What follows belongs to an exercise in optimizing a design on an open flow for small area, a short achievable clock period and few clock cycles; a production flow would make more cautious choices. Function was checked by simulation only, so behaviour that the tests miss may differ from the original.

==> module bmcs_setup, before the edit <==
module bmcs_setup (
   input  logic                    clock,
   input  logic                    reset,
   input  logic                    req_tvalid,
   output logic                    req_tready,
   input  logic [REQ_DATA_W-1:0]   req_tdata,
   input  logic                    take,
   output logic                    full,
   output logic [64:0]             o_uu,
   output logic signed [65:0]      o_g,
   output logic signed [ACC_W-1:0] o_c1,
   output logic signed [68:0]      o_c2,
   output logic [32:0]             o_dpx,
   output logic [32:0]             o_dpy,
   output logic [32:0]             o_spx,
   output logic [32:0]             o_spy,
   output logic [36:0]             o_nqx,
   output logic [36:0]             o_nqy,
   output logic                    o_z0
);
   logic        busy;
   logic [3:0]  cnt;
   logic signed [32:0] a0x, a0y, a2x, a2y;
   logic signed [36:0] aqx, aqy;
   logic [32:0] op;
   logic [64:0] r1;
   logic signed [65:0] r2;
   logic signed [ACC_W-1:0] r3;
   logic signed [68:0] r4;
   logic        z0;
   assign req_tready = !busy && !full;
   wire accept = req_tvalid && req_tready;
   wire yc = cnt[0];
   logic signed [37:0] da, db, dsum;
   logic dsub;
   always_comb begin
      dsub = 1'b1;
      unique case (cnt[3:1])
         3'd0: begin da = yc ? a2y : a2x; db = yc ? a0y : a0x; end
         3'd1: begin da = yc ? a2y : a2x; db = yc ? aqy : aqx; end
         3'd2: begin da = yc ? a0y : a0x; db = yc ? aqy : aqx; end
         3'd3: begin da = yc ? a0y : a0x; db = yc ? a2y : a2x; dsub = 1'b0; end
         3'd4: begin da = (yc ? a0y : a0x) <<< 1; db = yc ? a2y : a2x; end
         default: begin da = (yc ? aqy : aqx) <<< 4; db = (yc ? a2y : a2x) <<< 2; end
      endcase
      dsum = dsub ? da - db : da + db;
   end
   wire sq_en = (cnt >= 4'd1) && (cnt <= 4'd6);
   logic [63:0] sqs_n, sqc_n;
   logic [ACC_W-1:0] sqs, sqc, xv, sum, ps, pc;
   bmcs_sqtree u_sq (
      .x ((op[31:0] ^ {32{op[32]}}) & {32{sq_en}}),
      .e (op[32] & sq_en),
      .s (sqs_n),
      .c (sqc_n)
   );
   always_comb begin
      unique case (cnt)
         4'd8:    begin ps = ACC_W'(r2) << 1; pc = ~r3; end
         4'd9:    begin ps = r3 << 4;         pc = ~(ACC_W'(r1) << 2); end
         4'd10:   begin ps = ACC_W'(r2) << 2; pc = ACC_W'(r2) << 1; end
         default: begin ps = ACC_W'(sqs_n);   pc = ACC_W'(sqc_n); end
      endcase
      unique case (cnt)
         4'd3:          xv = ACC_W'(r1);
         4'd5, 4'd6:    xv = ACC_W'(r2);
         4'd7:          xv = r3;
         4'd9, 4'd10:   xv = ACC_W'(1);
         default:       xv = '0;
      endcase
   end
   assign sum = sqs + sqc + xv;
   always_ff @(posedge clock) begin
      if (reset) begin
         busy <= 1'b0;
         full <= 1'b0;
         cnt  <= '0;
      end else begin
         if (accept) begin
            busy <= 1'b1;
            cnt  <= '0;
         end else if (busy) begin
            cnt <= cnt + 4'd1;
            if (cnt == 4'd11) begin
               busy <= 1'b0;
               full <= 1'b1;
            end
         end
         if (take) full <= 1'b0;
      end
   end
   always_ff @(posedge clock) begin
      if (accept) begin
         a0x <= {req_tdata[0*32+31], req_tdata[0*32 +: 32]};
         a0y <= {req_tdata[1*32+31], req_tdata[1*32 +: 32]};
         a2x <= {req_tdata[2*32+31], req_tdata[2*32 +: 32]};
         a2y <= {req_tdata[3*32+31], req_tdata[3*32 +: 32]};
         aqx <= {{5{req_tdata[4*32+31]}}, req_tdata[4*32 +: 32]};
         aqy <= {{5{req_tdata[5*32+31]}}, req_tdata[5*32 +: 32]};
      end else if (busy) begin
         unique case (cnt)
            4'd6:  a2x <= dsum[32:0];
            4'd7:  a2y <= dsum[32:0];
            4'd8:  a0x <= dsum[32:0];
            4'd9:  a0y <= dsum[32:0];
            4'd10: aqx <= dsum[36:0];
            4'd11: aqy <= dsum[36:0];
            default: ;
         endcase
      end
      sqs <= ps;
      sqc <= pc;
      if (busy) begin
         op  <= dsum[32:0];
         if (cnt == 4'd1) z0 <= (a0x == aqx[32:0]) && (a0y == aqy[32:0]);
         unique case (cnt)
            4'd2, 4'd3:        r1 <= sum[64:0];
            4'd4, 4'd5, 4'd9:  r2 <= sum[65:0];
            4'd6, 4'd7, 4'd10: r3 <= sum;
            4'd11:             r4 <= sum[68:0];
            default: ;
         endcase
      end
   end
   assign o_uu  = r1;
   assign o_g   = r2;
   assign o_c1  = r3;
   assign o_c2  = r4;
   assign o_dpx = a0x;
   assign o_dpy = a0y;
   assign o_spx = a2x;
   assign o_spy = a2y;
   assign o_nqx = aqx;
   assign o_nqy = aqy;
   assign o_z0  = z0;
endmodule
==> module bmcs_dstep2, before the edit <==
module bmcs_dstep2 (
   input  logic [33:0] r,
   input  logic        b1,
   input  logic        b2,
   input  logic [33:0] d,
   input  logic [33:0] d3,
   output logic [33:0] r2,
   output logic [1:0]  q
);
   wire         sg = r[33];
   wire [33:0]  c  = {r[31:0], b1, b2};
   wire [33:0]  r1 = {r[32:0], b1} + (sg ? d : ~d) + 34'(!sg);
   wire [33:0]  ca = c + (sg ? d3 : ~d) + 34'(!sg);
   wire [33:0]  cb = c + (sg ? d : ~d3) + 34'(!sg);
   assign r2 = r1[33] ? ca : cb;
   assign q  = {!r1[33], !r2[33]};
endmodule
export LEC_CHECK = 0
export CAP_MARGIN = 40
export CORE_MARGIN = 2
export CORE_UTILIZATION = 60
export CTS_BUF_LIST = sky130_fd_sc_hd__clkbuf_8
export SLEW_MARGIN = 40
export SETUP_SLACK_MARGIN = 9
create_clock -name core_clock -period 15.0 [get_ports {clock}]
standard.sh (not shown) runs the stock make flow with config.mk's settings and CLKGATE_MAP_FILE= SYNTH_SCRIPT=/design/flow/synth_recipe.tcl, a recipe that flattens the netlist after the stock synthesis.
==> flow/flow/run.sh <==
#!/bin/bash
# Standard layout with a tighter setup target for timing repair.
set -e
echo "export SETUP_SLACK_MARGIN = 9" >> config.mk
bash standard.sh > standard.log 2>&1
The first run ran to the end with no violations.
Testbench counts at the start, summed over its fixed seeds: cycles 5,648.
Change:
--- a/flow/design.v
+++ b/flow/design.v
@@ -32,11 +32,10 @@
    logic signed [36:0] aqx, aqy;
    logic [32:0] op;
    logic [64:0] r1;
    logic signed [65:0] r2;
-   logic signed [ACC_W-1:0] r3;
-   logic signed [68:0] r4;
-   logic        z0;
+   logic signed [ACC_W-1:0] r3, acc;
+   logic        z0, xa, x1;
    assign req_tready = !busy && !full;
    wire accept = req_tvalid && req_tready;
    wire yc = cnt[0];
    logic signed [37:0] da, db, dsum;
@@ -63,21 +62,15 @@
       .c (sqc_n)
    );
    always_comb begin
       unique case (cnt)
-         4'd8:    begin ps = ACC_W'(r2) << 1; pc = ~r3; end
+         4'd8:    begin ps = ACC_W'(r2) << 1; pc = ~acc; end
          4'd9:    begin ps = r3 << 4;         pc = ~(ACC_W'(r1) << 2); end
-         4'd10:   begin ps = ACC_W'(r2) << 2; pc = ACC_W'(r2) << 1; end
+         4'd10:   begin ps = acc << 2;        pc = acc << 1; end
          default: begin ps = ACC_W'(sqs_n);   pc = ACC_W'(sqc_n); end
       endcase
-      unique case (cnt)
-         4'd3:          xv = ACC_W'(r1);
-         4'd5, 4'd6:    xv = ACC_W'(r2);
-         4'd7:          xv = r3;
-         4'd9, 4'd10:   xv = ACC_W'(1);
-         default:       xv = '0;
-      endcase
    end
+   assign xv  = (acc & {ACC_W{xa}}) | ACC_W'(x1);
    assign sum = sqs + sqc + xv;
    always_ff @(posedge clock) begin
       if (reset) begin
          busy <= 1'b0;
@@ -117,24 +110,31 @@
          endcase
       end
       sqs <= ps;
       sqc <= pc;
+      if (accept) begin
+         xa <= 1'b0;
+         x1 <= 1'b0;
+      end else if (busy) begin
+         xa <= (cnt == 4'd2) || (cnt == 4'd4) || (cnt == 4'd5) || (cnt == 4'd6);
+         x1 <= (cnt == 4'd8) || (cnt == 4'd9);
+      end
       if (busy) begin
          op  <= dsum[32:0];
+         acc <= sum;
          if (cnt == 4'd1) z0 <= (a0x == aqx[32:0]) && (a0y == aqy[32:0]);
          unique case (cnt)
-            4'd2, 4'd3:        r1 <= sum[64:0];
-            4'd4, 4'd5, 4'd9:  r2 <= sum[65:0];
-            4'd6, 4'd7, 4'd10: r3 <= sum;
-            4'd11:             r4 <= sum[68:0];
+            4'd4:         r1 <= acc[64:0];
+            4'd6, 4'd10:  r2 <= acc[65:0];
+            4'd8, 4'd11:  r3 <= acc;
             default: ;
          endcase
       end
    end
    assign o_uu  = r1;
    assign o_g   = r2;
    assign o_c1  = r3;
-   assign o_c2  = r4;
+   assign o_c2  = acc[68:0];
    assign o_dpx = a0x;
    assign o_dpy = a0y;
    assign o_spx = a2x;
    assign o_spy = a2y;
@@ -1440,12 +1440,13 @@
    output logic [1:0]  q
 );
    wire         sg = r[33];
    wire [33:0]  c  = {r[31:0], b1, b2};
-   wire [33:0]  r1 = {r[32:0], b1} + (sg ? d : ~d) + 34'(!sg);
-   wire [33:0]  ca = c + (sg ? d3 : ~d) + 34'(!sg);
-   wire [33:0]  cb = c + (sg ? d : ~d3) + 34'(!sg);
-   assign r2 = r1[33] ? ca : cb;
+   wire [33:0]  dd = d ^ {34{!sg}};
+   wire [33:0]  r1 = {r[32:0], b1} + dd + 34'(!sg);
+   wire [33:0]  c3 = c + (d3 ^ {34{!sg}}) + 34'(!sg);
+   wire [33:0]  c1 = c + dd + 34'(!sg);
+   assign r2 = (r1[33] == sg) ? c3 : c1;
    assign q  = {!r1[33], !r2[33]};
 endmodule
 module bmcs_divide1 (
    input  logic           clock,
Die area drops slightly.
Global-route usage drops by 0.54 points.
Setup slack is better by 0.22 ns.
Routed wire length drops by a few percent.
Worst hold slack is worse by 0.031 ns.
Area after synthesis drops slightly.
Via count drops by a few percent.
Clock-buffer cell count climbs by 1.
Final cell count drops slightly.
Testbench counts after the change, summed over its fixed seeds: cycles 5,648.

[afterwards: timing with drivers on the ports]
In the flow no input, the clock included, has a driving cell. The finished layouts below were timed again as built, in two steps.
Step 1 assumes that a clkbuf_16 drives the clock port and a buf_2 every other input.
Step 2, shift: input delay + t, output delay - t, t = (earliest + latest rising clock arrival at the registers) / 2. This alone moves slack from input paths to output paths.
Slacks: ideal ports / drivers / drivers and shift; pairs: ideal ports / drivers.
run | t, ns | slack for setup (ns) | hold slack, ns
the first run | 1.246 | 8.832 / 8.832 / 8.832 | 0.418 / 0.418 / 0.418
the second run | 1.174 | 9.052 / 9.052 / 9.052 | 0.387 / 0.387 / 0.387
After both steps every run listed still meets setup and hold.
